Source: an optimization exercise on an open RTL-to-GDS flow (aim: small area). Production flows keep margins and buffers that such runs may drop.
Function was checked by simulation only, so behaviour that the tests miss may differ from the original.
No driver is modelled on the clock port, so clocking that relies on it looks cheaper here than on a real chip.
Power figures rest on the tool's default switching activity, not on a simulated workload.

==> 02-25: inputs <==
==> flow/design.v <==
module msu_out_collector #(
    parameter int AXI_LEN        = 32,
    parameter int T_LEN          = 64,
    parameter int SQ_OUT_BITS    = 1024,
    parameter int TIMEOUT_CYCLES = 256
) (
    input  logic                   clk,
    input  logic                   reset,
    input  logic                   start_xfer,
    input  logic                   s_axis_tvalid,
    output logic                   s_axis_tready,
    input  logic [AXI_LEN-1:0]     s_axis_tdata,
    input  logic [AXI_LEN/8-1:0]   s_axis_tkeep,
    output logic                   res_valid,
    input  logic                   res_ready,
    output logic [T_LEN-1:0]       res_t,
    output logic [SQ_OUT_BITS-1:0] res_sq,
    output logic                   res_err,
    output logic                   res_timeout,
    output logic                   busy,
    output logic [31:0]            result_count
);
    localparam int T_WORDS   = T_LEN / AXI_LEN;
    localparam int SQ_WORDS  = SQ_OUT_BITS / AXI_LEN;
    localparam int OUT_COUNT = T_WORDS + SQ_WORDS;
    localparam int BUF_W     = T_LEN + SQ_OUT_BITS;
    localparam int CNT_W     = $clog2(OUT_COUNT);
    logic [BUF_W-1:0]   shift_reg;
    logic [CNT_W-1:0]   word_cnt_reg;
    logic               start_pending_reg;
    logic               tready_reg;
    logic               tready_n_reg;    
    logic               res_valid_reg;
    logic               res_err_reg;
    logic               busy_reg;
    logic [31:0]        result_count_reg;
    logic               accept;
    logic               last_word;
    logic               take;
    logic               begin_collect;
    logic               end_collect;
    localparam int STALL_W = $clog2(TIMEOUT_CYCLES);
    logic [STALL_W-1:0] stall_cnt_reg;
    logic               res_timeout_reg;
    logic               stall_end;
    assign stall_end = tready_reg && !s_axis_tvalid &&
                       (stall_cnt_reg == STALL_W'(TIMEOUT_CYCLES - 1));
    assign accept        = tready_reg && s_axis_tvalid;
    assign last_word     = (word_cnt_reg == CNT_W'(OUT_COUNT - 1));
    assign take          = res_valid_reg && res_ready;
    assign begin_collect = (!busy_reg && start_xfer) ||
                           (take && (start_pending_reg || start_xfer));
    assign end_collect   = (accept && last_word) || stall_end;
    logic hold;
    assign hold = tready_n_reg || !s_axis_tvalid;
    always_ff @(posedge clk) begin
        shift_reg <= (shift_reg & {BUF_W{hold}}) |
                     ({s_axis_tdata, shift_reg[BUF_W-1:AXI_LEN]} & {BUF_W{accept}});
    end
    always_ff @(posedge clk) begin
        if (begin_collect)
            word_cnt_reg <= '0;
        else if (accept)
            word_cnt_reg <= word_cnt_reg + CNT_W'(1);
    end
    always_ff @(posedge clk) begin
        if (begin_collect || accept)
            stall_cnt_reg <= '0;
        else
            stall_cnt_reg <= stall_cnt_reg + STALL_W'(1);
    end
    always_ff @(posedge clk or negedge reset) begin
        if (!reset) begin
            start_pending_reg <= 1'b0;
            tready_reg        <= 1'b0;
            tready_n_reg      <= 1'b1;
            res_valid_reg     <= 1'b0;
            res_err_reg       <= 1'b0;
            busy_reg          <= 1'b0;
            result_count_reg  <= '0;
            res_timeout_reg   <= 1'b0;
        end else begin
            if (begin_collect)
                start_pending_reg <= 1'b0;
            else if (busy_reg && start_xfer)
                start_pending_reg <= 1'b1;
            if (begin_collect)
                tready_reg <= 1'b1;
            else if (end_collect)
                tready_reg <= 1'b0;
            if (begin_collect)
                tready_n_reg <= 1'b0;
            else if (end_collect)
                tready_n_reg <= 1'b1;
            if (end_collect)
                res_valid_reg <= 1'b1;
            else if (take)
                res_valid_reg <= 1'b0;
            if (begin_collect)
                busy_reg <= 1'b1;
            else if (take)
                busy_reg <= 1'b0;
            if (begin_collect)
                res_err_reg <= 1'b0;
            else if ((accept && !(&s_axis_tkeep)) || stall_end)
                res_err_reg <= 1'b1;
            if (begin_collect)
                res_timeout_reg <= 1'b0;
            else if (stall_end)
                res_timeout_reg <= 1'b1;
            if (take)
                result_count_reg <= result_count_reg + 32'd1;
        end
    end
    assign s_axis_tready = tready_reg;
    assign res_valid     = res_valid_reg;
    assign res_err       = res_err_reg;
    assign busy          = busy_reg;
    assign result_count  = result_count_reg;
    assign res_t         = shift_reg[T_LEN-1:0];
    assign res_sq        = shift_reg[BUF_W-1:T_LEN];
    assign res_timeout = res_timeout_reg;
endmodule
==> flow/flow/run.sh <==
#!/bin/bash
# Standard ORFS layout with: the port buffers made of the smallest buffer
# cell, IO pins one track apart (so a smaller die fits all 1166 ports), a
# clock tree of clkbuf_8 with larger sink clusters and no dummy loads, and
# buffer trees for high-fanout nets made of buffers no larger than buf_4.
set -euo pipefail
H=$PWD/flow/small_bufs.tcl
bash standard.sh \
  'BUFFER_PORTS_ARGS=-buffer_cell sky130_fd_sc_hd__buf_1' \
  'PLACE_PINS_ARGS=-min_distance 1 -min_distance_in_tracks' \
  'CTS_ARGS=-sink_clustering_enable -repair_clock_nets -dont_use_dummy_load -sink_clustering_size 18 -sink_clustering_max_diameter 60 -buf_list {sky130_fd_sc_hd__clkbuf_8}' \
  "PRE_GLOBAL_PLACE_TCL=$H" "PRE_RESIZE_TCL=$H" "PRE_REPAIR_TIMING_POST_PLACE_TCL=$H" \
  "PRE_CTS_TCL=$H" "PRE_GLOBAL_ROUTE_TCL=$H" \
  finish > std_flow.log 2>&1
==> flow/flow/small_bufs.tcl <==
# Keep the resizer's buffer trees (the shift enable nets) to small buffers.
set_dont_use {sky130_fd_sc_hd__buf_6 sky130_fd_sc_hd__buf_8 sky130_fd_sc_hd__buf_12 sky130_fd_sc_hd__buf_16 sky130_fd_sc_hd__bufbuf_8 sky130_fd_sc_hd__bufbuf_16 sky130_fd_sc_hd__bufinv_8 sky130_fd_sc_hd__bufinv_16}
==> flow/standard.sh <==
#!/bin/bash
# synth_recipe.tcl (not shown) runs the flow's synth.tcl, then flattens the netlist and writes it again
# the make line also repeats each setting of config.mk as NAME=value (left out here)
make -C /OpenROAD-flow-scripts/flow DESIGN_CONFIG=/design/flow/config.mk WORK_HOME=/design/flow/orfs CLKGATE_MAP_FILE= SYNTH_SCRIPT=/design/flow/synth_recipe.tcl "${@:-finish}"
==> flow/config.mk <==
export PLATFORM = sky130hd
export DESIGN_NAME = msu_out_collector
export DESIGN_NICKNAME = msu_out_collector
export VERILOG_FILES = /design/flow/design.v
export SDC_FILE = /design/flow/constraint.sdc
export NUM_CORES = 4
export LEC_CHECK = 0
export CAP_MARGIN = 20
export CORE_AREA = 5 5 265 265
export DIE_AREA = 0 0 270 270
export GPL_TIMING_DRIVEN = 0
export SLEW_MARGIN = 20
==> flow/constraint.sdc <==
create_clock -name core_clock -period 4.0 [get_ports {clk}]
set_input_delay 0.8000 -clock core_clock [delete_from_list [all_inputs] [get_ports {clk}]]
set_output_delay 0.8000 -clock core_clock [all_outputs]
set_load 0.01 [all_outputs]
==> 09-10 (differences from 02-25) <==
--- a/flow/design.v
+++ b/flow/design.v
@@ -31,3 +31,2 @@
     logic               tready_reg;
-    logic               tready_n_reg;    
     logic               res_valid_reg;
@@ -53,7 +52,5 @@
     assign end_collect   = (accept && last_word) || stall_end;
-    logic hold;
-    assign hold = tready_n_reg || !s_axis_tvalid;
     always_ff @(posedge clk) begin
-        shift_reg <= (shift_reg & {BUF_W{hold}}) |
-                     ({s_axis_tdata, shift_reg[BUF_W-1:AXI_LEN]} & {BUF_W{accept}});
+        if (accept)
+            shift_reg <= {s_axis_tdata, shift_reg[BUF_W-1:AXI_LEN]};
     end
@@ -75,3 +72,2 @@
             tready_reg        <= 1'b0;
-            tready_n_reg      <= 1'b1;
             res_valid_reg     <= 1'b0;
@@ -90,6 +86,2 @@
                 tready_reg <= 1'b0;
-            if (begin_collect)
-                tready_n_reg <= 1'b0;
-            else if (end_collect)
-                tready_n_reg <= 1'b1;
             if (end_collect)
==> flow/flow/run.sh (replaced) <==
#!/bin/bash
# Standard ORFS layout with: the port buffers made of the smallest buffer
# cell, IO pins one track apart (so a smaller die fits all 1166 ports), and a
# clock tree of small buffers with larger sink clusters and no dummy loads.
set -euo pipefail
bash standard.sh \
  'BUFFER_PORTS_ARGS=-buffer_cell sky130_fd_sc_hd__buf_1' \
  'PLACE_PINS_ARGS=-min_distance 1 -min_distance_in_tracks' \
  'CTS_ARGS=-sink_clustering_enable -repair_clock_nets -dont_use_dummy_load -sink_clustering_size 20 -sink_clustering_max_diameter 60 -buf_list {sky130_fd_sc_hd__clkbuf_8}' \
  finish > std_flow.log 2>&1
CORE_AREA = 5 5 253 253   (was 5 5 265 265)
DIE_AREA = 0 0 258 258   (was 0 0 270 270)
GPL_TIMING_DRIVEN = unset   (was 0)
removed: flow/flow/small_bufs.tcl
==> comparison <==
- Between 09-10 and 02-25, the lower via count is in 09-10 (gap about 40%, measured against 02-25).
- Against 09-10, the design area of 02-25 is lower by 0.74%.
- Against 02-25, the global-route usage of 09-10 is lower by 8.1 points.
- Against 02-25, the power of 09-10 is lower by about 27%.
==> figures <==
item                                                         09-10           02-25
Outcome                                             finished clean  finished clean
Count of non-CTS buffers in the layout                        1185            1411
WS Path Type                                            reg -> out      reg -> reg
Horizontal die dimension                                    258 um          270 um
Number of signal-net inverters in the final layout               6               4
WL final                                                  99400 um       144000 um
CP Data Arrival Time                                       1530 ps         3230 ps
Router iterations before antenna repair                          5               7
Worst Slack Setup Final                                    1670 ps         1380 ps
Multi-input gate share of the layout cell area               2.38%           25.6%

[static timing again, ports no longer ideal]
No port has a modelled driver above. Below, the same layouts with a new extraction and two added sets of constraints. Step 1, drivers: a clkbuf_16 drives clk and a buf_2 each remaining input, both assumed. Step 2 also shifts input and output timing later by t, the mid clock arrival at the registers, as if the neighbouring blocks saw the same clock. Three values: ideal ports, drivers, drivers and shift; two values: the first two.
run	shift t [ns]	setup slack, ns	clock arrival spread, ns	cell pins on the clock port's net
02-25	0.736	1.382 / 1.382 / 1.022	0.044 / 0.044	1
09-10	0.724	1.673 / 1.614 / 1.296	0.056 / 0.056	1
After both steps setup and hold are still met in every run listed. The setup slack of 09-10, which loses most, moves by -0.059 ns with the drivers and by -0.377 ns with both steps.
